This design comes from an exercise in tuning for small area and a short achievable clock period on the open sky130 flow, not from production work.
In this exercise RTL edits were held to simulation tests only and were not proved equivalent to the original.
Power is estimated from default activity; no workload was simulated.

===== flow/config.mk =====
export PLATFORM = sky130hd
export DESIGN_NAME = gp_imem
export DESIGN_NICKNAME = gp_imem
export VERILOG_FILES = /design/flow/design.v
export SDC_FILE = /design/flow/constraint.sdc
export NUM_CORES = 4
export LEC_CHECK = 0
export CAP_MARGIN = 20
export CORE_MARGIN = 2
export CORE_UTILIZATION = 40
export SETUP_SLACK_MARGIN = 1.5
export SLEW_MARGIN = 20

===== flow/constraint.sdc =====
create_clock -name core_clock -period 5.5 [get_ports {clk}]
set_input_delay 1.1000 -clock core_clock [delete_from_list [all_inputs] [get_ports {clk}]]
set_output_delay 1.1000 -clock core_clock [all_outputs]
set_load 0.01 [all_outputs]

===== flow/design.v =====
package gp_imem_pkg;
  localparam int          BOOT_WORDS_DEF = 42;
  localparam logic [31:0] NOP_WORD_DEF   = 32'h0000_0000;
  localparam logic [BOOT_WORDS_DEF*32-1:0] BOOT_TABLE = {
    32'h00000000,
    32'h00000000,
    32'h00000000,
    32'h00000000,
    32'h00000000,
    32'h1000ffff,
    32'hac020000,
    32'h00431020,
    32'h24030002,
    32'h24020001,
    32'h00000000,
    32'h0bf00000,
    32'h00000000,
    32'h02000008,
    32'h26100300,
    32'h3c100000,
    32'h00000000,
    32'h11e0fffc,
    32'h31ef0001,
    32'h8d8f0004,
    32'h00000000,
    32'h15aefffe,
    32'h25ad0001,
    32'h240e0040,
    32'h240d0000,
    32'had8c0000,
    32'h358c0001,
    32'h3c0c2000,
    32'h00000000,
    32'h1540fffa,
    32'h254affff,
    32'h25290004,
    32'h25080004,
    32'had2b0000,
    32'h8d0b0000,
    32'h240a0010,
    32'h25290200,
    32'h3c090000,
    32'h25080100,
    32'h3c080000,
    32'h37bd0ff0,
    32'h3c1d1000
  };
  typedef enum logic {
    BOOT = 1'b0,
    RUN  = 1'b1
  } gp_state_e;
endpackage
module gp_imem_boot_rom #(
  parameter int                DATA_W     = 32,
  parameter int                IDX_W      = 6,
  parameter int                BOOT_WORDS = gp_imem_pkg::BOOT_WORDS_DEF,
  parameter logic [DATA_W-1:0] NOP_WORD   = DATA_W'(gp_imem_pkg::NOP_WORD_DEF)
) (
  input  logic [IDX_W-1:0]  idx,
  output logic [DATA_W-1:0] word
);
  always_comb begin
    word = NOP_WORD;
    if ((32'(idx) < BOOT_WORDS) && (32'(idx) < gp_imem_pkg::BOOT_WORDS_DEF))
      word = DATA_W'(gp_imem_pkg::BOOT_TABLE[32*idx +: 32]);
  end
endmodule
module gp_imem #(
  parameter int                ADDR_W     = 30,
  parameter int                DATA_W     = 32,
  parameter int                DEPTH      = 64,
  parameter int                BOOT_WORDS = gp_imem_pkg::BOOT_WORDS_DEF,
  parameter logic [DATA_W-1:0] NOP_WORD   = DATA_W'(gp_imem_pkg::NOP_WORD_DEF)
) (
  input  logic              clk,
  input  logic              rst,
  input  logic [ADDR_W-1:0] addr,
  input  logic              stall,
  output logic [DATA_W-1:0] inst,
  output logic              ready,
  input  logic              reload,
  input  logic              wr_en,
  input  logic [ADDR_W-1:0] wr_addr,
  input  logic [DATA_W-1:0] wr_data,
  output logic              wr_ack,
  output logic              wr_err,
  output logic              par_err
);
  localparam int IDX_W = (DEPTH > 1) ? $clog2(DEPTH) : 1;
  localparam int MEM_W = DATA_W;
  gp_imem_pkg::gp_state_e         state_q, state_d;
  logic [IDX_W-1:0]  boot_idx_q, boot_idx_d;
  logic [ADDR_W-1:0] addr_r;
  logic              wr_ack_q, wr_err_q;
  logic [MEM_W-1:0]  mem [DEPTH];
  logic [DATA_W-1:0] boot_word;
  logic              boot_we, wr_accept, wr_in_range, rd_in_range, rd_bad;
  logic [MEM_W-1:0]  boot_row, wr_row, rd_row;
  gp_imem_boot_rom #(
    .DATA_W     (DATA_W),
    .IDX_W      (IDX_W),
    .BOOT_WORDS (BOOT_WORDS),
    .NOP_WORD   (NOP_WORD)
  ) u_boot_rom (
    .idx  (boot_idx_q),
    .word (boot_word)
  );
  always_ff @(posedge clk or negedge rst) begin
    if (!rst) begin
      state_q    <= gp_imem_pkg::BOOT;
      boot_idx_q <= '0;
      addr_r     <= '0;
      wr_ack_q   <= 1'b0;
      wr_err_q   <= 1'b0;
    end else begin
      state_q    <= state_d;
      boot_idx_q <= boot_idx_d;
      if (!stall) addr_r <= addr;
      wr_ack_q   <= wr_accept;
      wr_err_q   <= wr_accept && !wr_in_range;
    end
  end
  always_comb begin
    state_d    = state_q;
    boot_idx_d = boot_idx_q;
    boot_we    = 1'b0;
    wr_accept  = 1'b0;
    case (state_q)
      gp_imem_pkg::BOOT: begin
        boot_we    = 1'b1;
        boot_idx_d = boot_idx_q + IDX_W'(1);
        if (boot_idx_q == IDX_W'(BOOT_WORDS - 1)) begin
          state_d    = gp_imem_pkg::RUN;
          boot_idx_d = '0;
        end
      end
      gp_imem_pkg::RUN: begin
        if (reload) begin
          state_d    = gp_imem_pkg::BOOT;
          boot_idx_d = '0;
        end else begin
          wr_accept = wr_en;
        end
      end
      default: state_d = gp_imem_pkg::BOOT;
    endcase
  end
  assign wr_in_range = (wr_addr < ADDR_W'(DEPTH));
  assign rd_in_range = (addr_r  < ADDR_W'(DEPTH));
  assign boot_row = boot_word;
  assign wr_row   = wr_data;
  always_ff @(posedge clk) begin
    if (boot_we)
      mem[boot_idx_q] <= boot_row;
    else if (wr_accept && wr_in_range)
      mem[wr_addr[IDX_W-1:0]] <= wr_row;
  end
  assign rd_row = mem[addr_r[IDX_W-1:0]];
  assign ready  = (state_q == gp_imem_pkg::RUN);
  assign rd_bad = 1'b0;
  assign inst    = (ready && rd_in_range && !rd_bad) ? rd_row[DATA_W-1:0] : NOP_WORD;
  assign par_err = rd_bad;
  assign wr_ack  = wr_ack_q;
  assign wr_err  = wr_err_q;
endmodule

===== flow/run.sh =====
#!/bin/bash
# synth_recipe.tcl (not shown) runs the flow's synth.tcl, then flattens the netlist and writes it again
# the make line also repeats each setting of config.mk as NAME=value (left out here)
make -C /OpenROAD-flow-scripts/flow DESIGN_CONFIG=/design/flow/config.mk WORK_HOME=/design/flow/orfs CLKGATE_MAP_FILE= SYNTH_SCRIPT=/design/flow/synth_recipe.tcl finish

==> out/metrics.cfg <==
[worst_setup_path]
required_ns = 4.40
cp.arrival_ns = 3.74
slowest_delay_ns = 0.58
critPathMaxFanout = 8
crit_path_start_kind = register
path_common_cell = buf_6
cp-end-kind = output port
critical_path_class = register to output port
worstPathCellList = buf_6 -> buf_12 -> buf_16 -> buf_4 -> buf_6 -> buf_8 -> buf_16 -> mux4_2 -> nor2_2 -> o22ai_2 -> a32oi_1 -> buf_4 -> o22ai_4 -> buf_6
slowest_stage = dfrtp_4

[global_routing]
grt_pass1_vias = 43926
gr-total-overflow = 0
antenna_found_initial = 4
grtUsageTotal = 0.231
grt_max_degree = 65
grt_pass1_wl_um = 339000

[placement]
gp_congestion = 0.840
dp_slack_ns = 0.213
numPortBuffers = 131
dp_hpwl_um = 132000

[die]
std_cell_rows = 166
design.die.area_um2 = 209000
chipHeight_um = 457
coreArea_um2 = 204000
initial_utilization = 0.402
fp.dieW_um = 457
io_pins = 133

[detailed_routing]
dr_total_vias = 44690
dr.max_layer_used = met5
drt_wl_total_um = 246000
vias_per_cell = 6.05
dr_wl_met2_um = 116000
wl_met3_um = 21900
firstDrtPassIters = 6
drtIter0Drc = 5548
wl_met1_um = 99100
wl_per_cell_um = 33.3
route.detailed.drc = 0
ant_nets = 0

[sta]
post-route-min-period_ns = 4.84
fin_skew_ns = 0.0323
clock.fmax_mhz = 207
period_share = 0.880
setup_viol_count_final = 0
grt_setup_unrepaired = true
worstMarginPinSlew_ns = 1.13
slew_headroom = 0.245
whs_ns = 0.416
hold_violations = 0
finalMaxSlewViolations = 0
tns_ns = 0
setup_ws_ns = 0.661

[run_status]
status = finished clean

[cells_and_area]
post-route-util = 0.491
drive_gt1_frac = 0.347
fillers = 16354
syn_to_final_growth_pct = 22.2
nNetsFinal = 4624

[logic_synthesis]
synthTopCellsByArea = edfxtp_1 75%, mux4_2 13%, mux2i_1 2.0%
synth_seq_cells = 2087
syn-num-nets = 4012
ys_types = 68
yosysTopAreaCell = edfxtp_1
syn-instance-count = 3905
postSynthAreaPerCell_um2 = 21.0
syn-cell-area_um2 = 82000
ys_warn_count = 2
synth_top_area_share = 0.750
synth_top_flop_cell = edfxtp_1
async_reset_ff_frac = 0.0187
seq_area_frac_synth = 0.762
synth_edf_count = 2048

[clock_tree]
numClockSinks = 2087
numCtsBuffers = 204
clk_pin_slew_ns = 0.06
clk_latency_ns = 0.85
cts_tree = yes
cts_root_buf = clkbuf_16
max-clock-path-buffers = 3
htree_levels = 4

[power_and_ir_drop]
power.density_nw_per_um2 = 337
irDropWorstVdd_mv = 0.340
p_leak_nw = 32.3

[hold_path]
min_path_type = input port to asynchronous set/reset pin

[job]
cap_violations = 0

[path summary, 6_finish.rpt]
path                          startpoint          to  slack, ns  cells past startpoint
setup / recovery               addr_r[0]    inst[25]       0.66                     14
hold / removal                       rst    wr_ack_q       0.42                      1
setup reg to reg           boot_idx_q[1]  mem[29][9]       1.60                      9
hold reg to reg               addr_r[11]  addr_r[11]       0.51                      1
max in group asynchronous            rst   addr_r[4]       4.29                      1
min in group core_clock       addr_r[11]  addr_r[11]       0.51                      1
[sequential cells by signal (all words and copies together), names as in the netlist]
register / flops
boot_idx_q: 6
state_q: 1
wr_err_q: 1
addr_r: 30
mem: 2048
wr_ack_q: 1
[report_power, final]
part	leakage (nW)	total (W)	internal [W]	switching (W)
sequential	19.1	0.0173	0.0172	0.0000414
clock	3.19	0.0138	0.00781	0.00595
combinational	10.0	0.00278	0.00139	0.00139
total	32.3	0.0338	0.0264	0.00738
[metrics by stage]
stage                     area [µm²]  cells  power [W]
after floorplan                82500   3905     0.0189
after global placement         89200   6772     0.0196
after detailed placement       89300   6779     0.0196
after CTS                      99000   7311     0.0338
after global routing          100000   7380     0.0347
final                         100000   7381     0.0338
[per-layer routing]
metal,global-route usage,up-vias
met5,0,-
met3,0.0380,395
met1,0.326,24146
met4,0.0790,2
met2,0.366,2398
li1,-,17749
[cells in the mapped netlist, types with 40 or more instances]
cell	number
a21oi_1	88
a221oi_1	40
a22oi_1	80
buf_2	44
clkbuf_1	104
edfxtp_1	2048
mux2_2	57
mux2i_1	164
mux4_2	465
nand2_1	116
nor2_1	122
nor3_1	50
o21ai_0	73
[cells by family after synthesis]
family          Yosys count  synth area share
compound gates          475            0.0409
simple gates            390            0.0217
flops                  2087             0.762
other cells               1         0.0000457
mux                     686             0.156
xor+xnor                  1          0.000107
buf+inv                 255            0.0184
fa+ha+maj                10           0.00153
[worst max-delay path: cells and delay by family, from the launching register on]
kind | cells | cell delay (ns)
AO/OA/AOI/OAI | 3 | 0.35
buffers and inverters | 9 | 1.29
flip-flops | 1 | 0.58
multiplexers | 1 | 0.48
AND/OR/NAND/NOR | 1 | 0.17
[placed cells by master (no fill, tap or decap), types with 30 or more instances in the layout]
cell type / n
clkbuf_16: 214
o21ai_0: 36
a221o_1: 32
mux4_2: 465
buf_16: 42
nor2_1: 77
clkbuf_1: 46
mux2_2: 55
clkinv_2: 33
nand2_1: 112
a22oi_2: 37
buf_12: 92
clkdlybuf4s50_1: 98
edfxtp_1: 2048
buf_6: 78
mux2i_1: 150
buf_4: 283
dfrtp_1: 34
a22oi_1: 43
nor3_4: 30
nor2_4: 40
a21oi_1: 63
clkinv_1: 58
[timing repair]
action                                  CTS  global route
pin swaps                                70            78
gates cloned                             22             9
hold endpoints to repair                  0             0
buffers inserted                        130            57
hold buffers                              0             0
gates resized for setup                 416           127
endpoints found under the setup margin  212           945
[final cells by class]
| class | instances | area, µm² | share of cell area |
|---|---|---|---|
| sequential | 2087 | 62500 | 0.624 |
| multi-input combinational | 1567 | 20100 | 0.200 |
| timing repair buffer | 634 | 7630 | 0.0761 |
| clock buffer | 257 | 5420 | 0.0541 |
| tap | 2688 | 3360 | 0.0336 |
| clock inverter | 123 | 1110 | 0.0111 |
| inverter | 23 | 101 | 0.00101 |
| antenna | 2 | 5.00 | 0.0000499 |

-- afterwards: timing with drivers on the ports --
The results above use ideal ports. As a check the final layout listed here was re-extracted and re-timed, cells and wires unchanged. Step 1 (the two cells are an assumption about what drives the block):
set clk [get_ports {clk}]
set_driving_cell -lib_cell sky130_fd_sc_hd__clkbuf_16 $clk
set_driving_cell -lib_cell sky130_fd_sc_hd__buf_2 [delete_from_list [all_inputs] $clk]
Step 2 also shifts input and output timing later by t, the mid clock arrival at the registers, as if the neighbouring blocks saw the same clock. Three values: ideal ports, drivers, drivers and shift; two values: the first two.
t (ns): 0.919
setup slack, ns: 0.661 / 0.578 / 0.722
worst register clock-pin slew, ns: 0.07 / 0.07
worst data-port slew with drivers (ns): 0.06
cell pins on the clock port's net: 1
After both steps setup and hold are still met in this run. The setup slack of this run moves by -0.083 ns with the drivers and by +0.061 ns with both steps.
